Context: an optimization exercise on an open-source flow, tuned for small area, a short achievable clock period and few clock cycles. The choices shown serve that exercise and are no tape-out recipe. No run shown here included a check of the RTL's function; only the layout flow was run. Power and IR drop assume default switching activity.

==> flow/design.v <==
package bfdp_pkg;
   localparam logic [15:0] BF_NAN = 16'h7F81;
   localparam logic [15:0] BF_INF = 16'h7F80;
   localparam logic [10:0] BIAS   = 11'd127;
   typedef struct packed {
      logic pair_valid;
      logic last;
   } ctl_type;
   function automatic logic [17:0] cadd8(input logic [7:0] a, input logic [7:0] b);
      logic [7:0] g, p, gg, pp, g2, p2, g4, p4;
      logic [8:0] s0, s1;
      g = a & b;
      p = a ^ b;
      gg = g; pp = p;
      for (int i = 0; i < 8; i++) begin
         if (i % 2 == 1) begin
            gg[i] = g[i] | (p[i] & g[i-1]);
            pp[i] = p[i] & p[i-1];
         end
      end
      g2 = gg; p2 = pp;
      for (int i = 0; i < 8; i++) begin
         if (i % 4 >= 2) begin
            g2[i] = gg[i] | (pp[i] & gg[(i/4)*4+1]);
            p2[i] = pp[i] & pp[(i/4)*4+1];
         end
      end
      g4 = g2; p4 = p2;
      for (int i = 4; i < 8; i++) begin
         g4[i] = g2[i] | (p2[i] & g2[3]);
         p4[i] = p2[i] & p2[3];
      end
      s0[0] = p[0];
      s1[0] = ~p[0];
      for (int i = 1; i < 8; i++) begin
         s0[i] = p[i] ^ g4[i-1];
         s1[i] = p[i] ^ (g4[i-1] | p4[i-1]);
      end
      s0[8] = g4[7];
      s1[8] = g4[7] | p4[7];
      cadd8 = {s1, s0};
   endfunction
   function automatic logic [8:0] add8(input logic [7:0] a, input logic [7:0] b,
                                       input logic cin);
      logic [17:0] t;
      t = cadd8(a, b);
      add8 = cin ? t[17:9] : t[8:0];
   endfunction
   function automatic logic [15:0] bf_pack(input logic s, input logic signed [10:0] e,
                                           input logic [7:0] m);
      logic [15:0] r;
      if (e <= 0) r = {s, 15'd0};
      else if (e >= 255) r = {s, BF_INF[14:0]};
      else r = {s, e[7:0], m[6:0]};
      bf_pack = r;
   endfunction
   function automatic logic [15:0] bf_mul(input logic [15:0] x, input logic [15:0] y);
      logic              s;
      logic [7:0]        ex;
      logic [7:0]        ey;
      logic [15:0]       p;
      logic [7:0]        m;
      logic signed [10:0] e;
      logic [15:0]       r;
      s  = x[15] ^ y[15];
      ex = x[14:7];
      ey = y[14:7];
      p  = {1'b1, x[6:0]} * {1'b1, y[6:0]};
      e  = $signed({3'd0, ex} + {3'd0, ey} - BIAS);
      if (p[15]) begin
         m = p[15:8];
         e = e + 11'sd1;
      end else begin
         m = p[14:7];
      end
      if ((ex == 8'hFF && x[6:0] != 7'd0) || (ey == 8'hFF && y[6:0] != 7'd0)) r = BF_NAN;
      else if (ex == 8'hFF || ey == 8'hFF) r = (ex == 8'd0 || ey == 8'd0) ? BF_NAN :
                                              {s, BF_INF[14:0]};
      else if (ex == 8'd0 || ey == 8'd0) r = {s, 15'd0};
      else r = bf_pack(s, e, m);
      bf_mul = r;
   endfunction
   function automatic logic [15:0] bf_add(input logic [15:0] x, input logic [15:0] y);
      logic [7:0]         ex;
      logic [7:0]         ey;
      logic [7:0]         ma;
      logic [7:0]         mb;
      logic [7:0]         d;
      logic [8:0]         sum;
      logic [9:0]         rnd;
      logic               s;
      logic signed [10:0] e;
      logic [2:0]         pos;
      logic [7:0]         m;
      logic [15:0]        r;
      ex = x[14:7];
      ey = y[14:7];
      ma = {1'b1, x[6:0]};
      mb = {1'b1, y[6:0]};
      if (ex >= ey) begin
         d  = ex - ey;
         mb = (d >= 8'd8) ? 8'd0 : (mb >> d[2:0]);
         e  = $signed({3'd0, ex});
      end else begin
         d  = ey - ex;
         ma = (d >= 8'd8) ? 8'd0 : (ma >> d[2:0]);
         e  = $signed({3'd0, ey});
      end
      if (x[15] == y[15]) begin
         sum = {1'b0, ma} + {1'b0, mb};
         s   = x[15];
      end else if (ma >= mb) begin
         sum = {1'b0, ma - mb};
         s   = x[15];
      end else begin
         sum = {1'b0, mb - ma};
         s   = y[15];
      end
      pos = 3'd0;
      for (int i = 0; i < 8; i++) begin
         if (sum[i]) pos = 3'(i);
      end
      rnd = {1'b0, sum} + 10'd1;
      if (sum[8]) begin
         if (rnd[9]) begin
            m = 8'h80;
            e = e + 11'sd2;
         end else begin
            m = rnd[8:1];
            e = e + 11'sd1;
         end
      end else begin
         m = sum[7:0] << (3'd7 - pos);
         e = e - $signed({8'd0, 3'd7 - pos});
      end
      if ((ex == 8'hFF && x[6:0] != 7'd0) || (ey == 8'hFF && y[6:0] != 7'd0)) r = BF_NAN;
      else if (ex == 8'hFF && ey == 8'hFF) r = (x[15] != y[15]) ? BF_NAN : x;
      else if (ex == 8'hFF) r = x;
      else if (ey == 8'hFF) r = y;
      else if (ex == 8'd0 && ey == 8'd0) r = {x[15] & y[15], 15'd0};
      else if (ex == 8'd0) r = y;
      else if (ey == 8'd0) r = x;
      else if (sum == 9'd0) r = 16'd0;
      else r = bf_pack(s, e, m);
      bf_add = r;
   endfunction
endpackage
module bfdp_lane (
   input  logic        clock,
   input  logic        kill,
   input  logic [15:0] a,
   input  logic [15:0] b,
   output logic [15:0] product,
   output logic [8:0]  esum,
   output logic        carry
);
   localparam logic [1:0] C_NORM = 2'd0, C_ZERO = 2'd1, C_INF = 2'd2, C_NAN = 2'd3;
   logic       s1_s;
   logic [8:0] s1_esum;
   logic [1:0] s1_cls;
   logic [6:0] s1_ma, s1_mb;
   logic [15:0] product_ff;
   logic [7:0] ea, eb;
   logic       nan_a, nan_b, inf_a, inf_b, z_a, z_b;
   logic [1:0] cls_in;
   assign ea = a[14:7];
   assign eb = b[14:7];
   assign inf_a = (ea == 8'hFF);
   assign inf_b = (eb == 8'hFF);
   assign nan_a = inf_a && (a[6:0] != 7'd0);
   assign nan_b = inf_b && (b[6:0] != 7'd0);
   assign z_a   = (ea == 8'd0);
   assign z_b   = (eb == 8'd0);
   always_comb begin
      if (kill) cls_in = C_ZERO;
      else if (nan_a || nan_b || (inf_a && z_b) || (z_a && inf_b)) cls_in = C_NAN;
      else if (inf_a || inf_b) cls_in = C_INF;
      else if (z_a || z_b) cls_in = C_ZERO;
      else cls_in = C_NORM;
   end
   always_ff @(posedge clock) begin
      s1_s    <= kill | (a[15] ^ b[15]);
      s1_esum <= {1'b0, ea} + {1'b0, eb};
      s1_cls  <= cls_in;
      s1_ma   <= a[6:0];
      s1_mb   <= b[6:0];
   end
   logic [15:0] p;
   logic        c;
   logic [6:0]  m;
   logic        z0, z1, i0, i1;
   logic [7:0]  e;
   logic [15:0] prod_in;
   assign p  = {1'b1, s1_ma} * {1'b1, s1_mb};
   assign c  = p[15];
   assign m  = c ? p[14:8] : p[13:7];
   assign z0 = (s1_esum <= 9'd127);
   assign z1 = (s1_esum <= 9'd126);
   assign i0 = (s1_esum >= 9'd382);
   assign i1 = (s1_esum >= 9'd381);
   assign e  = s1_esum[7:0] + 8'h81 + {7'd0, c};
   always_comb begin
      case (s1_cls)
         C_NAN:  prod_in = 16'h7F81;
         C_INF:  prod_in = {s1_s, 15'h7F80};
         C_ZERO: prod_in = {s1_s, 15'd0};
         default: begin
            if (c ? z1 : z0) prod_in = {s1_s, 15'd0};
            else if (c ? i1 : i0) prod_in = {s1_s, 15'h7F80};
            else prod_in = {s1_s, e, m};
         end
      endcase
   end
   always_ff @(posedge clock) product_ff <= prod_in;
   assign product = product_ff;
   assign esum    = s1_esum;
   assign carry   = c;
endmodule
module bfdp_add (
   input  logic [15:0] x,
   input  logic [15:0] y,
   input  logic [8:0]  d,
   input  logic        xz,
   output logic [15:0] r,
   output logic        base_y,
   output logic        inc,
   output logic        dec,
   output logic        near,
   output logic [2:0]  lz
);
   logic       sx, sy, sub;
   logic [7:0] ex, ey, mx, my;
   assign sx  = x[15];
   assign sy  = y[15];
   assign ex  = x[14:7];
   assign ey  = y[14:7];
   assign mx  = {1'b1, x[6:0]};
   assign my  = {1'b1, y[6:0]};
   assign sub = sx ^ sy;
   logic       y_gt, d_p1, d_m1, d_eq, d_ge8, nd_ge8, is_near;
   logic [8:0] nd;
   assign y_gt   = d[8];
   assign nd     = ~d;                        
   assign d_eq   = (d == 9'd0);
   assign d_p1   = (d == 9'd1);
   assign d_m1   = (d == 9'h1FF);
   assign d_ge8  = (d[7:3] != 5'd0);          
   assign nd_ge8 = (nd[7:3] != 5'd0);         
   assign is_near = sub && (d_eq || d_p1 || d_m1);
   logic [7:0] my_sh, mx_sh, big, sml, yop, e_far;
   logic [8:0] f0, f1, e_p1, e_m1;
   assign my_sh = d_ge8  ? 8'd0 : (my >> d[2:0]);
   assign mx_sh = nd_ge8 ? 8'd0 : ({1'b0, mx[7:1]} >> nd[2:0]);
   assign big   = y_gt ? my : mx;
   assign sml   = y_gt ? mx_sh : my_sh;
   assign e_far = y_gt ? ey : ex;
   assign yop   = sml ^ {8{sub}};
   assign {f1, f0} = bfdp_pkg::cadd8(big, yop);    
   assign e_p1  = bfdp_pkg::add8(e_far, 8'h00, 1'b1);
   assign e_m1  = bfdp_pkg::add8(e_far, 8'hFF, 1'b0);
   logic [15:0] r_add, r_fsub;
   logic        s_fsub;
   assign r_add = !f0[8] ? {sx, e_far, f0[6:0]} :
                  (e_far == 8'd254) ? {sx, 15'h7F80} : {sx, e_p1[7:0], f1[7:1]};
   assign s_fsub = y_gt ? sy : sx;
   assign r_fsub = f1[7] ? {s_fsub, e_far, f1[6:0]} :
                   (e_far == 8'd1) ? {s_fsub, 15'd0} : {s_fsub, e_m1[7:0], f1[5:0], 1'b0};
   logic [7:0] na, nb, nmag, nnorm, e_near;
   logic [8:0] n0, n1;
   logic       n_ge, s_near;
   assign na = d_m1 ? my : mx;
   assign nb = d_p1 ? {1'b0, my[7:1]} : (d_m1 ? {1'b0, mx[7:1]} : my);
   assign {n1, n0} = bfdp_pkg::cadd8(na, ~nb);    
   assign n_ge   = n1[8];
   assign nmag   = n_ge ? n1[7:0] : ~n0[7:0];
   assign s_near = d_m1 ? sy : ((d_p1 || n_ge) ? sx : sy);
   assign e_near = d_m1 ? ey : ex;
   always_comb begin
      casez (nmag)
         8'b1???????: lz = 3'd0;
         8'b01??????: lz = 3'd1;
         8'b001?????: lz = 3'd2;
         8'b0001????: lz = 3'd3;
         8'b00001???: lz = 3'd4;
         8'b000001??: lz = 3'd5;
         8'b0000001?: lz = 3'd6;
         default:     lz = 3'd7;
      endcase
   end
   assign nnorm = nmag << lz;
   logic [3:0] el;
   logic [4:0] eh, eh_m1;
   logic [7:0] e_nl;
   logic       e_nl_pos;
   assign el    = {1'b0, e_near[2:0]} - {1'b0, lz};
   assign eh    = e_near[7:3];
   assign eh_m1 = eh - 5'd1;
   assign e_nl  = {el[3] ? eh_m1 : eh, el[2:0]};
   assign e_nl_pos = (eh != 5'd0) || (!el[3] && el[2:0] != 3'd0);
   logic [15:0] r_near;
   assign r_near = (nmag == 8'd0) ? 16'd0 :
                   !e_nl_pos ? {s_near, 15'd0} : {s_near, e_nl, nnorm[6:0]};
   logic nan_x, nan_y, inf_x, inf_y, z_x, z_y;
   assign inf_x = (ex == 8'hFF) && !xz;
   assign inf_y = (ey == 8'hFF);
   assign nan_x = inf_x && (x[6:0] != 7'd0);
   assign nan_y = inf_y && (y[6:0] != 7'd0);
   assign z_x   = (ex == 8'd0) || xz;
   assign z_y   = (ey == 8'd0);
   logic pass_x, pass_y, special;
   assign special = nan_x || nan_y || inf_x || inf_y || z_x || z_y;
   assign pass_y  = !nan_x && !nan_y && !inf_x && (inf_y || (z_x && !z_y));
   assign pass_x  = !nan_x && !nan_y && !pass_y && !(inf_x && inf_y && sub) &&
                    (inf_x || (z_y && !z_x));
   always_comb begin
      if (nan_x || nan_y || (inf_x && inf_y && sub)) r = 16'h7F81;
      else if (inf_x) r = x;
      else if (inf_y) r = y;
      else if (z_x && z_y) r = {sx & sy & !xz, 15'd0};
      else if (z_x) r = y;
      else if (z_y) r = x;
      else if (!sub) r = r_add;
      else if (!is_near) r = r_fsub;
      else r = r_near;
   end
   assign base_y = special ? pass_y : (is_near ? d_m1 : y_gt);
   assign inc    = !special && !sub && f0[8];
   assign dec    = !special && sub && !is_near && !f1[7];
   assign near   = !special && is_near;
endmodule
module bf16_dual_lane_dot_product (
   input  logic        clock,
   input  logic        reset,
   input  logic        req_valid,
   output logic        req_ready,
   input  logic [15:0] req_a_first,
   input  logic [15:0] req_b_first,
   input  logic [15:0] req_a_second,
   input  logic [15:0] req_b_second,
   input  logic        req_pair_valid,
   input  logic        req_last,
   output logic        rsp_valid,
   input  logic        rsp_ready,
   output logic [15:0] rsp_sum
);
   logic        accept;
   logic        s1_valid_ff, s1_last_ff;
   logic        s2_valid_ff, s2_last_ff;
   logic        s3_valid_ff, s3_last_ff;
   logic        s4_valid_ff, s4_last_ff;
   logic [15:0] prod_first, prod_second;
   logic [8:0]  esum_first, esum_second;
   logic        carry_first, carry_second;
   logic [8:0]  pdiff_ff;
   logic [15:0] term_in, term3_ff, term4_ff;
   logic [15:0] acc_ff, acc_in;
   logic [8:0]  diff_ff, diff_in;
   logic        fresh_ff;
   logic        ready_ff;
   logic        rsp_valid_ff, q1_valid_ff;
   logic [15:0] rsp_sum_ff, q1_ff;
   logic        res_valid, deq, head_free;
   logic        rsp_valid_in, q1_valid_in;
   logic [2:0]  pending;
   assign accept = req_valid && ready_ff && !reset;
   bfdp_lane u_lane_first (
      .clock(clock), .kill(1'b0), .a(req_a_first), .b(req_b_first),
      .product(prod_first), .esum(esum_first), .carry(carry_first)
   );
   bfdp_lane u_lane_second (
      .clock(clock), .kill(!req_pair_valid), .a(req_a_second), .b(req_b_second),
      .product(prod_second), .esum(esum_second), .carry(carry_second)
   );
   logic [9:0] ed, ed_p1, ed_m1;
   assign ed    = {1'b0, esum_first} - {1'b0, esum_second};
   assign ed_p1 = ed + 10'd1;
   assign ed_m1 = ed - 10'd1;
   always_ff @(posedge clock) begin
      if (carry_first && !carry_second) pdiff_ff <= ed_p1[8:0];
      else if (!carry_first && carry_second) pdiff_ff <= ed_m1[8:0];
      else pdiff_ff <= ed[8:0];
   end
   logic       m_by, m_inc, m_dec, m_near;
   logic [2:0] m_lz;
   bfdp_add u_merge (
      .x(prod_first), .y(prod_second), .d(pdiff_ff), .xz(1'b0), .r(term_in),
      .base_y(m_by), .inc(m_inc), .dec(m_dec), .near(m_near), .lz(m_lz)
   );
   logic       a_by, a_inc, a_dec, a_near;
   logic [2:0] a_lz;
   bfdp_add u_acc (
      .x(acc_ff), .y(term4_ff), .d(diff_ff), .xz(fresh_ff), .r(acc_in),
      .base_y(a_by), .inc(a_inc), .dec(a_dec), .near(a_near), .lz(a_lz)
   );
   logic [8:0] q_a, q_t, qb, qb_p1, qb_m1;
   logic [3:0] ql;
   logic [5:0] qh_m1;
   logic [8:0] qn;
   assign q_a   = bfdp_pkg::add8(acc_ff[14:7], ~term3_ff[14:7], 1'b1) ^ 9'h100;
   assign q_t   = bfdp_pkg::add8(term4_ff[14:7], ~term3_ff[14:7], 1'b1) ^ 9'h100;
   assign qb    = a_by ? q_t : q_a;
   assign qb_p1 = qb + 9'd1;
   assign qb_m1 = qb - 9'd1;
   assign ql    = {1'b0, qb[2:0]} - {1'b0, a_lz};
   assign qh_m1 = qb[8:3] - 6'd1;
   assign qn    = {ql[3] ? qh_m1 : qb[8:3], ql[2:0]};
   always_comb begin
      if (a_inc) diff_in = qb_p1;
      else if (a_dec) diff_in = qb_m1;
      else if (a_near) diff_in = qn;
      else diff_in = qb;
   end
   assign res_valid = s4_valid_ff && s4_last_ff;
   assign deq       = rsp_valid_ff && rsp_ready;
   assign head_free = !rsp_valid_ff || deq;
   assign rsp_valid_in = head_free ? (q1_valid_ff || res_valid) : 1'b1;
   assign q1_valid_in  = head_free ? (q1_valid_ff && res_valid) : (q1_valid_ff || res_valid);
   assign pending = {2'b0, rsp_valid_in} + {2'b0, q1_valid_in} +
                    {2'b0, accept && req_last} + {2'b0, s1_valid_ff && s1_last_ff} +
                    {2'b0, s2_valid_ff && s2_last_ff} + {2'b0, s3_valid_ff && s3_last_ff};
   always_ff @(posedge clock) begin
      term3_ff <= term_in;
      term4_ff <= s3_valid_ff ? term3_ff : 16'h8000;
      acc_ff   <= acc_in;
      diff_ff  <= diff_in;
      if (head_free) rsp_sum_ff <= q1_valid_ff ? q1_ff : acc_in;
      if (res_valid && (!head_free || q1_valid_ff)) q1_ff <= acc_in;
      s1_last_ff <= req_last;
      s2_last_ff <= s1_last_ff;
      s3_last_ff <= s2_last_ff;
      s4_last_ff <= s3_last_ff;
      if (reset) begin
         s1_valid_ff  <= 1'b0;
         s2_valid_ff  <= 1'b0;
         s3_valid_ff  <= 1'b0;
         s4_valid_ff  <= 1'b0;
         fresh_ff     <= 1'b1;
         ready_ff     <= 1'b1;
         rsp_valid_ff <= 1'b0;
         q1_valid_ff  <= 1'b0;
      end else begin
         s1_valid_ff  <= accept;
         s2_valid_ff  <= s1_valid_ff;
         s3_valid_ff  <= s2_valid_ff;
         s4_valid_ff  <= s3_valid_ff;
         if (s4_valid_ff) fresh_ff <= s4_last_ff;
         ready_ff     <= (pending <= 3'd1);
         rsp_valid_ff <= rsp_valid_in;
         q1_valid_ff  <= q1_valid_in;
      end
   end
   assign req_ready = ready_ff;
   assign rsp_valid = rsp_valid_ff;
   assign rsp_sum   = rsp_sum_ff;
endmodule
==> flow/run.sh <==
#!/bin/bash
# synth_recipe.tcl (not shown) runs the flow's synth.tcl, then flattens the netlist and writes it again
# the make line also repeats each setting of config.mk as NAME=value (left out here)
make -C /OpenROAD-flow-scripts/flow DESIGN_CONFIG=/design/flow/config.mk WORK_HOME=/design/flow/orfs CLKGATE_MAP_FILE= SYNTH_SCRIPT=/design/flow/synth_recipe.tcl finish
==> flow/config.mk <==
export PLATFORM = sky130hd
export DESIGN_NAME = bf16_dual_lane_dot_product
export DESIGN_NICKNAME = bf16_dual_lane_dot_product
export VERILOG_FILES = /design/flow/design.v
export SDC_FILE = /design/flow/constraint.sdc
export NUM_CORES = 4
export LEC_CHECK = 0
export ABC_AREA = 1
export CAP_MARGIN = 20
export CORE_MARGIN = 2
export CORE_UTILIZATION = 40
export SETUP_SLACK_MARGIN = 5
export SLEW_MARGIN = 20
==> flow/constraint.sdc <==
create_clock -name core_clock -period 10.5 [get_ports {clock}]
set_input_delay 2.1000 -clock core_clock [delete_from_list [all_inputs] [get_ports {clock}]]
set_output_delay 2.1000 -clock core_clock [all_outputs]
set_load 0.01 [all_outputs]
==> summary.md, run 1 <==
| Metric | Value |
|---|---|
| Status | `no timing/DRC/antenna violations` |
| Synth unique cells | `between 60 and 70` |
| PortBufs | `a little under 90` |
| FMAX | `0.1831 GHz` |
| Cell count after synthesis | `3,028` |
| Htree depth | `4` |
| Worst EP arrival | `5.86 ns` |
| Ports | `a little under 90` |
| Post-route ant nets | `0` |
| P_leak | `about 0.012 uW` |
| Tot Pwr | `a little under 8000 uW` |
| Overall routing resource usage | `around a quarter` |
| Synthesized-area fraction occupied by adder cells | `19.88%` |
| Ant diodes | `0` |
| Synth Area in XOR/XNOR | `5.076%` |
| Post-synth top cells | `nand2_1 (739), inv_1 (565), o21ai_0 (242)` |
| Top-count cell post-synth | `nand2_1` |
| DR WL/cell | `about 16 um` |
| Pwr dens | `between 300 and 400 nW/um^2` |
| Min-Delay Path Class | `register to register` |
| Synth Area in Compound Gates | `~15%` |
| Ranking of synthesized cells by area | `dfxtp_1 (16%), nand2_1 (14%), ha_1 (11%)` |
| Clk buf depth | `2` |
| Fin crit share | `between 50% and 60%` |
| DRC violations left | `0` |
| Share of cells above drive strength 1 | `between 10% and 20%` |
| CTS Root Cell | `clkbuf_16` |
| FP Rows | `roughly 80` |
| # nets final | `around 3,500` |
| Sw frac | `a little over half` |
| Final Hold Viols | `0` |
| Setup crit start kind | `register` |
| Initial Utilization | `roughly two fifths` |
| Slowest CP cell | `fa_2` |
| Synth Register Bits | `between 150 and 200` |
| Clock Skews | `about 0.036 ns` |
| Congestion Overflow GR | `0` |
| Post-Synth Simple-Gate Area | `27.07%` |
| Async set-reset flop share out of synthesis | `0%` |
| Die width | `~230 um` |
| Fin. max-slew vios | `0` |
| Peak VDD IR | `roughly 0.27 mV` |
| Combinational share of power | `77.2%` |
| Worst Tran Pin Value | `approximately 1.0 ns` |
| CP required | `10.90 ns` |
| Multiplexer area fraction after synthesis | `0.09832%` |
| Setup TNS Final | `0 ns` |
| Slew HR | `32.55%` |
| Largest family of logic cells by synthesized area | `simple AND/OR/NAND/NOR gates` |
| Synth-to-layout area growth | `19.04%` |
| Clk slew on worst S/H paths | `about 0.090 ns` |
| First-pass DRT Iterations | `6` |
| CTS tree | `yes` |
| Initial antenna violation count | `0` |
| First-pass GRT wire length | `slightly below 100,000 um` |
| Final setup viols | `0` |
| RSZ-0062 raised after global routing | `yes` |
| Largest net degree at the start of global routing | `24` |
| Sequential area share after synthesis | `about a fifth` |
| Post-synth top area cell | `dfxtp_1` |
| CP Max Fanout | `21` |
| Clock power share | `under 10%` |
| Final GP Congestion | `0.9512` |
| Share of the synthesized area in the top cell type | `~16%` |
| Core ar. | `50,170 um^2` |
| Die ar. | `between 50,000 and 60,000 um^2` |
| Number of synthesized flops with an enable pin | `32` |
| CTS sink count | `between 150 and 200` |
| Sequential Power Share | `about 14%` |
| Clock Latency Late Sink | `between 0.5 and 0.6 ns` |
| MaxCap Viol Count | `0` |
| Fin crit period | `approximately 5.5 ns` |
| Post-synthesis cell area | `between 20,000 and 25,000 um^2` |
| Syn avg cell area | `about 6.7 um^2` |
| Critical Path End Type | `register` |
| Sw power | `approximately 4300 uW` |
| Critical path class | `register to register` |
| HPWL after detailed placement | `approximately 48,000 um` |
| Pint | `roughly 3600 uW` |
| Max incr delay on CP | `0.53 ns` |
| Starting DRT DRC Count | `about 1,300` |
| Synth Flop Type | `dfxtp_1` |
| Syn_nets | `approximately 3,400` |
| Final wirelength | `about 62,000 um` |
| Number of global-route vias before repair | `approximately 20,000` |
| TritonCTS Buffers | `17` |
| YS warnings | `3` |
| Die Y | `approximately 230 um` |
| Via count | `a little over 20,000` |
| DR vias/cell | `between 5 and 6` |
==> what timing repair did <==
action                                  in CTS  in global routing
gates cloned                                 6                  2
gates resized for setup                     90                174
hold buffers                                 0                  0
endpoints found under the setup margin     103                 99
pin swaps                                   18                 92
setup buffers                               35                 59
==> cells by family (layout without fill, tap and decap cells) <==
logic type / after synthesis / in the layout
compound gates: 536 / 536
xor+xnor: 118 / 118
buf+inv: 645 / 808
fa+ha+maj: 269 / 269
flops: 194 / 194
simple gates: 1264 / 1267
mux: 2 / 2
==> state kept, by name, indices dropped and copies added (netlist names), 9 cells and up <==
register	cells
acc_ff	16
diff_ff	9
pdiff_ff	9
q1_ff	16
rsp_sum_ff	16
term3_ff	16
term4_ff	16
u_lane_first.product_ff	16
u_lane_first.s1_esum	9
u_lane_second.product_ff	16
u_lane_second.s1_esum	9
==> path summary, 6_finish.rpt <==
path	start	endpoint	slack, ns	cells past startpoint
setup / recovery	pdiff_ff[8]	term3_ff[13]	5.04	35
hold / removal	s3_last_ff	s4_last_ff	0.36	0
setup reg to reg	pdiff_ff[8]	term3_ff[13]	5.04	35
hold reg to reg	s3_last_ff	s4_last_ff	0.36	0
==> area by class of cell <==
type | instances | area [um^2]
Sequential cell | 194 | 4289
Fill cell | 5075 | 25930
Timing Repair Buffer | 197 | 1862
Inverter | 579 | 2196
Clock inverter | 15 | 212.7
Tap cell | 672 | 840.8
Clock buffer | 17 | 425.4
Multi-Input combinational cell | 2192 | 14410
==> layer usage <==
layer / wire (um) / GRT usage, %
met1: 26080 / 27.79
met2: 29750 / 40.80
met5: 0 / 0
met3: 3271 / 3.760
met4: 2568 / 11.04
==> power groups by stage <==
stage / Clock (uW) / Combinational, uW / Sequential (uW)
6_report: 709 / 6120 / 1100
3_5_place_dp: 0 / 5020 / 1110
3_3_place_gp: 0 / 4960 / 1110
2_1_floorplan: 0 / 3920 / 1010
5_1_grt: 757 / 6850 / 1110
4_1_cts: 736 / 5430 / 1090
==> layout by cell type (no fill, tap or decap), drive strengths merged, types with 5 or more instances in the layout <==
master	synthesis	layout
nor2	211	211
nand4	32	32
inv	576	582
or2	15	15
o2111ai	5	5
a21o	7	7
edfxtp	32	32
a31oi	22	22
o21ai	264	264
o31ai	10	10
xor2	84	84
ha	178	178
nor3	39	39
clkinv	3	10
and2	6	6
dfxtp	162	162
o211ai	39	39
buf	24	105
nor4	34	34
a21oi	130	130
fa	91	91
a211oi	11	11
nand3	149	152
o311ai	7	7
o221ai	8	8
nand2	768	768
xnor2	34	34
clkbuf	42	18
a22oi	5	5
nand3b	6	6
clkdlybuf4s50	0	87
==> critical path, delay by kind of cell (launching register included) <==
family	cells	cell delay, ns
simple gates	17	1.84
compound gates	7	0.86
fa+ha+maj	4	1.46
buf+inv	6	0.68
flops	1	0.35
xor+xnor	1	0.15
==> through the flow <==
step	instance area, um^2	hold slack [ns]	util, %	cells	worst slack, ns
6_report	24240	0.3593	48.31	3866	5.039
4_1_cts	23220	0.3620	46.28	3805	4.981
3_5_place_dp	21880	0.3464	43.61	3732	3.563
2_1_floorplan	20370	0.3306	-	3028	4.993
5_1_grt	24240	0.3657	48.31	3866	4.681
3_3_place_gp	21880	0.3391	43.61	3732	3.706
==> inputs of run 2 (changes only) <==
--- a/flow/design.v
+++ b/flow/design.v
@@ -275,28 +275,39 @@
    assign nmag   = n_ge ? n1[7:0] : ~n0[7:0];
    assign s_near = d_m1 ? sy : ((d_p1 || n_ge) ? sx : sy);
    assign e_near = d_m1 ? ey : ex;
+   logic [7:0] lead;
    always_comb begin
-      casez (nmag)
-         8'b1???????: lz = 3'd0;
-         8'b01??????: lz = 3'd1;
-         8'b001?????: lz = 3'd2;
-         8'b0001????: lz = 3'd3;
-         8'b00001???: lz = 3'd4;
-         8'b000001??: lz = 3'd5;
-         8'b0000001?: lz = 3'd6;
-         default:     lz = 3'd7;
-      endcase
+      logic seen;
+      seen = 1'b0;
+      for (int k = 0; k < 8; k++) begin
+         lead[k] = nmag[7-k] && !seen;
+         seen = seen | nmag[7-k];
+      end
    end
-   assign nnorm = nmag << lz;
-   logic [3:0] el;
+   always_comb begin
+      lz = 3'd0;
+      nnorm = 8'd0;
+      for (int k = 0; k < 8; k++) begin
+         if (lead[k]) lz = lz | 3'(k);
+         if (lead[k]) nnorm = nnorm | (nmag << k);
+      end
+   end
+   logic [2:0] e_lo;
+   logic       bor, e_nl_pos;
    logic [4:0] eh, eh_m1;
    logic [7:0] e_nl;
-   logic       e_nl_pos;
-   assign el    = {1'b0, e_near[2:0]} - {1'b0, lz};
+   always_comb begin
+      e_lo = 3'd0;
+      bor  = 1'b0;
+      for (int k = 0; k < 8; k++) begin
+         if (lead[k]) e_lo = e_lo | (e_near[2:0] - 3'(k));
+         if (lead[k] && (e_near[2:0] < 3'(k))) bor = 1'b1;
+      end
+   end
    assign eh    = e_near[7:3];
    assign eh_m1 = eh - 5'd1;
-   assign e_nl  = {el[3] ? eh_m1 : eh, el[2:0]};
-   assign e_nl_pos = (eh != 5'd0) || (!el[3] && el[2:0] != 3'd0);
+   assign e_nl  = {bor ? eh_m1 : eh, e_lo};
+   assign e_nl_pos = (eh != 5'd0) || (!bor && e_lo != 3'd0);
    logic [15:0] r_near;
    assign r_near = (nmag == 8'd0) ? 16'd0 :
                    !e_nl_pos ? {s_near, 15'd0} : {s_near, e_nl, nnorm[6:0]};
@@ -307,23 +318,24 @@
    assign nan_y = inf_y && (y[6:0] != 7'd0);
    assign z_x   = (ex == 8'd0) || xz;
    assign z_y   = (ey == 8'd0);
-   logic pass_x, pass_y, special;
+   logic special;
    assign special = nan_x || nan_y || inf_x || inf_y || z_x || z_y;
-   assign pass_y  = !nan_x && !nan_y && !inf_x && (inf_y || (z_x && !z_y));
-   assign pass_x  = !nan_x && !nan_y && !pass_y && !(inf_x && inf_y && sub) &&
-                    (inf_x || (z_y && !z_x));
-   always_comb begin
-      if (nan_x || nan_y || (inf_x && inf_y && sub)) r = 16'h7F81;
-      else if (inf_x) r = x;
-      else if (inf_y) r = y;
-      else if (z_x && z_y) r = {sx & sy & !xz, 15'd0};
-      else if (z_x) r = y;
-      else if (z_y) r = x;
-      else if (!sub) r = r_add;
-      else if (!is_near) r = r_fsub;
-      else r = r_near;
-   end
-   assign base_y = special ? pass_y : (is_near ? d_m1 : y_gt);
+   logic sel_nan, sel_x, sel_y, sel_z, sel_add, sel_fsub, sel_near;
+   assign sel_nan  = nan_x || nan_y || (inf_x && inf_y && sub);
+   assign sel_x    = !sel_nan && (inf_x || (z_y && !z_x));
+   assign sel_y    = !sel_nan && !inf_x && (inf_y || (z_x && !z_y));
+   assign sel_z    = !inf_x && !inf_y && z_x && z_y;
+   assign sel_add  = !special && !sub;
+   assign sel_fsub = !special && sub && !is_near;
+   assign sel_near = !special && is_near;
+   assign r = ({16{sel_nan}}  & 16'h7F81) |
+              ({16{sel_x}}    & x) |
+              ({16{sel_y}}    & y) |
+              ({16{sel_z}}    & {sx & sy & !xz, 15'd0}) |
+              ({16{sel_add}}  & r_add) |
+              ({16{sel_fsub}} & r_fsub) |
+              ({16{sel_near}} & r_near);
+   assign base_y = special ? sel_y : (is_near ? d_m1 : y_gt);
    assign inc    = !special && !sub && f0[8];
    assign dec    = !special && sub && !is_near && !f1[7];
    assign near   = !special && is_near;
==> summary.md, run 2 <==
| Metric | Value |
|---|---|
| Status | `no timing/DRC/antenna violations (unchanged)` |
| Clk slew on worst S/H paths | `0.09 ns (about the same)` |
| CP required | `10.89 ns (was 10.90 ns)` |
| FP Rows | `82 (unchanged)` |
| Fin. max-slew vios | `0 (unchanged)` |
| Synthesized-area fraction occupied by adder cells | `20.13% (was 19.88%)` |
| CTS sink count | `194 (unchanged)` |
| Starting DRT DRC Count | `1,203 (was 1,344)` |
| Fin crit period | `5.197 ns (was 5.461 ns)` |
| # nets final | `3,415 (was 3,520)` |
| Htree depth | `4 (unchanged)` |
| Ant diodes | `0 (unchanged)` |
| Core ar. | `50,070 um^2 (was 50,170 um^2)` |
| CTS Hold Bufs | `0 (unchanged)` |
| Final GP Congestion | `0.9313 (was 0.9512)` |
| Overall routing resource usage | `21.45% (was 23.32%)` |
| First-pass DRT Iterations | `5 (was 6)` |
| Most used cell, CP | `nand2_1` |
| FMAX | `0.1924 GHz (was 0.1831 GHz)` |
| Largest family of logic cells by synthesized area | `simple AND/OR/NAND/NOR gates (unchanged)` |
| Post-route ant nets | `0 (unchanged)` |
| Final wirelength | `56,510 um (was 61,670 um)` |
| Worst path bufs/invs | `6 (unchanged)` |
| CTS tree | `yes (unchanged)` |
| Die ar. | `52,530 um^2 (was 52,730 um^2)` |
| DR WL/cell | `15.04 um (was 15.95 um)` |
| Share of cells above drive strength 1 | `7.974% (was 12.68%)` |
| Most frequent cells in the layout | `nand2_1 (730), inv_1 (551), o21ai_0 (205) (was nand2_1 (699), inv_1 (554), o21ai_0 (219))` |
| YS warnings | `3 (unchanged)` |
| Top-count cell post-synth | `nand2_1 (unchanged)` |
| Die width | `229.2 um (was 229.6 um)` |
| Congestion Overflow GR | `0 (unchanged)` |
| Setup TNS Final | `0 ns (unchanged)` |
| Number of synthesized flops with an enable pin | `32 (unchanged)` |
| Share of the synthesized area in the top cell type | `15.99% (was 15.93%)` |
| Clk buf depth | `2 (unchanged)` |
| Clock Latency Late Sink | `0.50 ns (was 0.52 ns)` |
| Reg-to-reg critical path startpoint | `u_lane_second.s1_ma[1] (was pdiff_ff[8])` |
| Cell count after synthesis | `2,980 (was 3,028)` |
| R2r worst-path depth | `28 (was 35)` |
| Peak VDD IR | `0.1741 mV (was 0.2741 mV)` |
| Synth Flop Type | `dfxtp_1 (unchanged)` |
| DP Worst Slack | `4.421 ns (was 3.563 ns)` |
| Reg-to-Reg End | `u_lane_second.product_ff[14] (was term3_ff[13])` |
| Worst Setup SP | `u_lane_second.s1_ma[1] (was pdiff_ff[8])` |
| Final WS setup | `5.303 ns (was 5.039 ns)` |
| Clock Skews | `0.01467 ns (was 0.03574 ns)` |
| Final setup viols | `0 (unchanged)` |
| RSZ-0062 raised after global routing | `yes (unchanged)` |
| Number of cells on the critical path | `28 (was 35)` |
| P_leak | `0.01145 uW (was 0.01218 uW)` |
| Synth Area in Compound Gates | `14.85% (was 15.14%)` |
| Async set-reset flop share out of synthesis | `0% (unchanged)` |
| First-pass GRT wire length | `92,070 um (was 99,320 um)` |
| Post-synthesis cell area | `20,280 um^2 (was 20,360 um^2)` |
| Pwr dens | `275.0 nW/um^2 (was 327.3 nW/um^2)` |
| Slew HR | `27.41% (was 32.55%)` |
| Syn_nets | `3,323 (was 3,367)` |
| Post-Synth Simple-Gate Area | `27.44% (was 27.07%)` |
| Via count | `19,230 (was 20,300)` |
| DRC violations left | `0 (unchanged)` |
| Die Y | `229.2 um (was 229.6 um)` |
| Largest net degree at the start of global routing | `42 (was 24)` |
| Worst Tran Pin Value | `1.078 ns (was 1.001 ns)` |
| TritonCTS Buffers | `17 (unchanged)` |
| Syn avg cell area | `6.807 um^2 (was 6.725 um^2)` |
| Ports | `88 (unchanged)` |
| Slowest CP cell | `fa_1 (was fa_2)` |
| Commonest non-fill, non-tap cell in the layout | `nand2_1 (unchanged)` |
| PortBufs | `87 (unchanged)` |
| Setup crit start kind | `register (unchanged)` |
| Fillers | `5,220 (was 5,075)` |
| Multiplexer area fraction after synthesis | `0.1974% (was 0.09832%)` |
| CP top delay family | `adder cells (was simple AND/OR/NAND/NOR gates)` |
| Post-synth top area cell | `dfxtp_1 (unchanged)` |
| Critical path class | `register to register (unchanged)` |
| MaxCap Viol Count | `0 (unchanged)` |
| Synth unique cells | `68 (was 65)` |
| CP Max Fanout | `7 (was 21)` |
| Synth Register Bits | `194 (unchanged)` |
| Setup crit end | `u_lane_second.product_ff[14] (was term3_ff[13])` |
| Critical Path End Type | `register (unchanged)` |
| Fin crit share | `49.49% (was 52.01%)` |
| HPWL after detailed placement | `45,500 um (was 47,760 um)` |
| Flop2flop setup slack | `5.30 ns (was 5.04 ns)` |
| Initial antenna violation count | `0 (unchanged)` |
| Synth-to-layout area growth | `12.92% (was 19.04%)` |
| Max incr delay on CP | `0.55 ns (was 0.53 ns)` |
| Number of global-route vias before repair | `18,370 (was 19,630)` |
| Synth Area in XOR/XNOR | `4.922% (was 5.076%)` |
| Initial Utilization | `40.51% (was 40.59%)` |
| CTS Root Cell | `clkbuf_16 (unchanged)` |
| Ranking of synthesized cells by area | `dfxtp_1 (16%), nand2_1 (14%), ha_1 (11%) (unchanged)` |
| Worst EP arrival | `5.59 ns (was 5.86 ns)` |
| Min-Delay Path Class | `register to register (unchanged)` |
| DR vias/cell | `5.119 (was 5.250)` |
| Post-synth top cells | `nand2_1 (735), inv_1 (554), o21ai_0 (208) (was nand2_1 (739), inv_1 (565), o21ai_0 (242))` |
| Sequential area share after synthesis | `20.73% (was 20.65%)` |
| Final Hold Viols | `0 (unchanged)` |
-- run 2: where the power goes --
| group | switching [uW] | leakage (uW) | internal, uW |
|---|---|---|---|
| Clock | 378 | 0.000311 | 337 |
| Combinational | 2960 | 0.00943 | 1550 |
| Sequential | 172 | 0.00171 | 903 |
| Total | 3510 | 0.0115 | 2790 |
-- run 2: worst register-to-register path, delay by kind of cell, from the launching register on --
family                   cells  cell delay, ns
AND/OR/NAND/NOR             10            0.91
AO/OA/AOI/OAI                5            0.86
flip-flops                   1            0.37
buffers and inverters        6            0.35
XOR/XNOR                     1            0.13
adder cells (fa/ha/maj)      6            2.44
-- run 2: kinds of logic (layout without fill, tap and decap cells) --
family | Yosys count | after routing
simple gates | 1259 | 1261
buf+inv | 625 | 728
compound gates | 511 | 511
fa+ha+maj | 273 | 273
flops | 194 | 194
xor+xnor | 114 | 114
mux | 4 | 4
-- run 2: layout make-up --
class | instances | area [um^2] | area share (%)
inverter | 579 | 2185 | 9.537
tap | 672 | 840.8 | 3.671
multi-input combinational | 2163 | 13860 | 60.50
clock inverter | 15 | 221.5 | 0.9668
clock buffer | 17 | 425.4 | 1.857
timing repair buffer | 117 | 1100 | 4.801
sequential | 194 | 4277 | 18.67
-- run 2: timing repair --
| item | 4_1_cts | 5_1_grt |
|---|---|---|
| setup buffers | 1 | 23 |
| setup endpoints to repair | 33 | 71 |
| gates cloned | 1 | 1 |
| pin swaps | 2 | 12 |
| resized for setup | 18 | 63 |
-- run 2: per-layer routing --
layer	vias to the layer above	global-route usage [%]	share of wire, %	routed length (um)
li1	9787	-	-	-
met1	8873	26.27	43	24550
met2	488	38.43	49	27960
met3	83	2.714	4.4	2485
met4	0	7.731	2.7	1509
met5	-	0	0	0
-- run 2: worst min path at each step --
| stage | from | endpoint | slack (ns) | depth (start not counted) |
|---|---|---|---|---|
| after floorplan | s1_last_ff | s2_last_ff | 0.33 | 0 |
| after global placement | s3_last_ff | s4_last_ff | 0.34 | 0 |
| after detailed placement | s2_last_ff | s3_last_ff | 0.35 | 0 |
| after CTS | s2_last_ff | s3_last_ff | 0.36 | 0 |
| after global routing | s2_last_ff | s3_last_ff | 0.37 | 0 |
| final | s3_last_ff | s4_last_ff | 0.36 | 0 |
-- run 2: metrics by stage --
| stage | instance area, um^2 | cells | util, % | hold slack (ns) | power (uW) |
|---|---|---|---|---|---|
| 2_1_floorplan | 20290 | 2980 | - | 0.3306 | 4412 |
| 3_3_place_gp | 21840 | 3699 | 43.62 | 0.3363 | 5391 |
| 3_5_place_dp | 21840 | 3699 | 43.62 | 0.3452 | 5429 |
| 4_1_cts | 22560 | 3733 | 45.07 | 0.3605 | 6207 |
| 5_1_grt | 22910 | 3757 | 45.75 | 0.3689 | 6970 |
| 6_report | 22910 | 3757 | 45.75 | 0.3579 | 6298 |
==> inputs of run 3 (changes only) <==
--- a/flow/config.mk
+++ b/flow/config.mk
@@ -8,6 +8,7 @@
 export ABC_AREA = 1
 export CAP_MARGIN = 20
 export CORE_MARGIN = 2
-export CORE_UTILIZATION = 40
+export CORE_UTILIZATION = 60
 export SETUP_SLACK_MARGIN = 5
 export SLEW_MARGIN = 20
+export TNS_END_PERCENT = 20
==> summary.md, run 3 <==
| Metric | Value |
|---|---|
| Setup TNS Final | `0 ns (unchanged)` |
| FP Rows | `67 (was 82)` |
| CTS Hold Bufs | `0 (unchanged)` |
| TritonCTS Buffers | `17 (unchanged)` |
| Cell count after synthesis | `2,980 (unchanged)` |
| Clock Latency Late Sink | `0.47 ns (was 0.50 ns)` |
| First-pass GRT wire length | `92,290 um (was 92,070 um)` |
| Synth unique cells | `68 (unchanged)` |
| Worst path bufs/invs | `4 (was 6)` |
| Number of global-route vias before repair | `19,200 (was 18,370)` |
| Async set-reset flop share out of synthesis | `0% (unchanged)` |
| Status | `no timing/DRC/antenna violations (unchanged)` |
| Clk slew on worst S/H paths | `0.07 ns (was 0.09 ns)` |
| FMAX | `0.1881 GHz (was 0.1924 GHz)` |
| Peak VDD IR | `0.1923 mV (was 0.1741 mV)` |
| Max incr delay on CP | `0.59 ns (was 0.55 ns)` |
| DR vias/cell | `5.661 (was 5.119)` |
| Final GP Congestion | `1.011 (was 0.9313)` |
| Commonest non-fill, non-tap cell in the layout | `nand2_1 (unchanged)` |
| Worst Tran Pin Value | `0.9048 ns (was 1.078 ns)` |
| Clock Skews | `0.01323 ns (was 0.01467 ns)` |
| CP Max Fanout | `17 (was 7)` |
| P_leak | `0.01136 uW (was 0.01145 uW)` |
| RSZ-0062 raised after global routing | `yes (unchanged)` |
| Post-route ant nets | `0 (unchanged)` |
| YS warnings | `3 (unchanged)` |
| First-pass DRT Iterations | `6 (was 5)` |
| Fin crit share | `50.63% (was 49.49%)` |
| Die ar. | `35,290 um^2 (was 52,530 um^2)` |
| Slowest CP cell | `a21oi_4 (was fa_1)` |
| Initial antenna violation count | `0 (unchanged)` |
| Clk buf depth | `2 (unchanged)` |
| Synth-to-layout area growth | `10.71% (was 12.92%)` |
| Sequential area share after synthesis | `20.73% (unchanged)` |
| Fin crit period | `5.316 ns (was 5.197 ns)` |
| Die width | `187.9 um (was 229.2 um)` |
| Fin. max-slew vios | `0 (unchanged)` |
| Post-synthesis cell area | `20,280 um^2 (unchanged)` |
| CTS tree | `yes (unchanged)` |
| Min-Delay Path Class | `register to register (unchanged)` |
| CTS Root Cell | `clkbuf_16 (unchanged)` |
| Final Hold Viols | `0 (unchanged)` |
| HPWL after detailed placement | `45,820 um (was 45,500 um)` |
| Synth Register Bits | `194 (unchanged)` |
| Most frequent cells in the layout | `nand2_1 (731), inv_1 (551), o21ai_0 (205) (was nand2_1 (730), inv_1 (551), o21ai_0 (205))` |
| CP top delay family | `adder cells (unchanged)` |
| Via count | `19,960 (was 19,230)` |
| Post-synth top cells | `nand2_1 (735), inv_1 (554), o21ai_0 (208) (unchanged)` |
| Ant diodes | `0 (unchanged)` |
| Share of the synthesized area in the top cell type | `15.99% (unchanged)` |
| Top-count cell post-synth | `nand2_1 (unchanged)` |
| Critical Path End Type | `register (unchanged)` |
| M2 GR Usage | `59.06% (was 38.43%)` |
| Post-synth top area cell | `dfxtp_1 (unchanged)` |
| Busiest layer in global routing | `met2 (unchanged)` |
| Worst path cell trace | `clkdlybuf4s50_1 > nor2_1 > inv_1 > a21oi_4 > a21oi_1 > fa_1 > fa_1 > inv_1 > ha_1 > inv_1 > fa_1 > nand2_1 > nand2_1` |
| Min Hold Slack | `0.3515 ns (was 0.3579 ns)` |
| Worst EP arrival | `5.67 ns (was 5.59 ns)` |
| CTS sink count | `194 (unchanged)` |
| DR WL/cell | `16.19 um (was 15.04 um)` |
| Overall routing resource usage | `32.07% (was 21.45%)` |
| Htree depth | `4 (unchanged)` |
| Synth Flop Type | `dfxtp_1 (unchanged)` |
| Pwr dens | `279.2 nW/um^2 (was 275.0 nW/um^2)` |
| Setup crit start kind | `input pin (was register)` |
| Syn avg cell area | `6.807 um^2 (unchanged)` |
| MaxCap Viol Count | `0 (unchanged)` |
| # nets final | `3,408 (was 3,415)` |
| Ports | `88 (unchanged)` |
| Largest net degree at the start of global routing | `42 (unchanged)` |
| GR Layer Usage met1 | `36.43% (was 26.27%)` |
| Die Y | `187.9 um (was 229.2 um)` |
| Final setup viols | `0 (unchanged)` |
| Critical path class | `input pin to register (was register to register)` |
| Syn_nets | `3,323 (unchanged)` |
| Ranking of synthesized cells by area | `dfxtp_1 (16%), nand2_1 (14%), ha_1 (11%) (unchanged)` |
| Initial Utilization | `60.64% (was 40.51%)` |
| PortBufs | `87 (unchanged)` |
| Final wirelength | `57,080 um (was 56,510 um)` |
| Starting DRT DRC Count | `1,486 (was 1,203)` |
| Congestion Overflow GR | `0 (unchanged)` |
| Slew HR | `39.28% (was 27.41%)` |
| CP required | `10.85 ns (was 10.89 ns)` |
| Share of cells above drive strength 1 | `7.602% (was 7.974%)` |
| Number of synthesized flops with an enable pin | `32 (unchanged)` |
| Core ar. | `33,450 um^2 (was 50,070 um^2)` |
| DRC violations left | `0 (unchanged)` |
| Grt met3 use | `3.462% (was 2.714%)` |
[run 3: layout make-up]
cell class	count	area [um^2]
clock buffers	19	432.9
flip-flops and latches	194	4248
clock inverters	13	105.1
fillers	2832	10990
inverters	579	2186
repair buffers	110	1051
multi-input cells	2163	13870
well taps	448	560.5
[run 3: logic make-up after synthesis]
kind of cell | after synthesis | synth area share (%)
flip-flops | 194 | 20.73
adder cells (fa/ha/maj) | 273 | 20.13
AO/OA/AOI/OAI | 511 | 14.85
AND/OR/NAND/NOR | 1259 | 27.44
buffers and inverters | 625 | 11.73
multiplexers | 4 | 0.1974
XOR/XNOR | 114 | 4.922
[run 3: metal layers]
layer | vias up | share of wire, %
met1 | 9192 | 39
met4 | 0 | 5.1
li1 | 9782 | -
met5 | - | 0
met3 | 174 | 5.6
met2 | 813 | 50
[run 3: report_power, final]
| part | switching (uW) | internal (uW) | total (uW) |
|---|---|---|---|
| registers | 158 | 906 | 1060 |
| clock network | 308 | 307 | 616 |
| logic | 3030 | 1560 | 4590 |
[run 3: final timing paths]
path / startpoint / end / slack (ns) / cells past startpoint
max: rsp_ready / ready_ff / 5.18 / 13
max reg2reg: u_lane_second.s1_ma[1] / u_lane_second.product_ff[11] / 5.20 / 28
min: s2_last_ff / s3_last_ff / 0.35 / 0
min reg2reg: s2_last_ff / s3_last_ff / 0.35 / 0
[run 3: what timing repair did]
item | 4_1_cts | 5_1_grt
setup buffers | 1 | 15
resized for setup | 14 | 58
gates cloned | 1 | 1
endpoints found under the setup margin | 47 | 88
pin swaps | 1 | 11
[run 3: metrics by stage]
| step | total power [uW] | util [%] | setup WS (ns) | std cells | cell area, um^2 |
|---|---|---|---|---|---|
| finish | 6271 | 67.14 | 5.184 | 3526 | 22460 |
| global route | 6874 | 67.14 | 4.847 | 3526 | 22460 |
| CTS | 6122 | 66.29 | 4.868 | 3510 | 22170 |
| detailed placement | 5467 | 64.48 | 4.287 | 3476 | 21570 |
| global placement | 5375 | 64.48 | 4.419 | 3476 | 21570 |
| floorplan | 4412 | - | 5.261 | 2980 | 20290 |

## afterwards: timing with drivers on the ports
In the flow no input, the clock included, has a driving cell. The finished layouts below were timed again as built, in two steps. Step 1 sets driving cells, clkbuf_16 on the clock port and buf_2 on the other inputs (assumed; they add their load-dependent delay and slew). Step 2 also shifts input and output timing later by t, the mid clock arrival at the registers, as if the neighbouring blocks saw the same clock. Slacks: ideal / step 1 / step 2; pairs: ideal / step 1.
run	t, ns	slack for setup (ns)	latest minus earliest clock arrival (ns)	pins driven straight from the clock port
run 1	0.561	5.039 / 5.039 / 4.935	0.036 / 0.037	1
run 2	0.554	5.303 / 5.303 / 5.079	0.015 / 0.015	1
run 3	0.514	5.184 / 5.197 / 4.703	0.015 / 0.015	1
After both steps setup and hold are still met in every run listed. For run 3, which loses most, drivers alone change the setup slack by +0.013 ns; drivers and shift together by -0.481 ns.
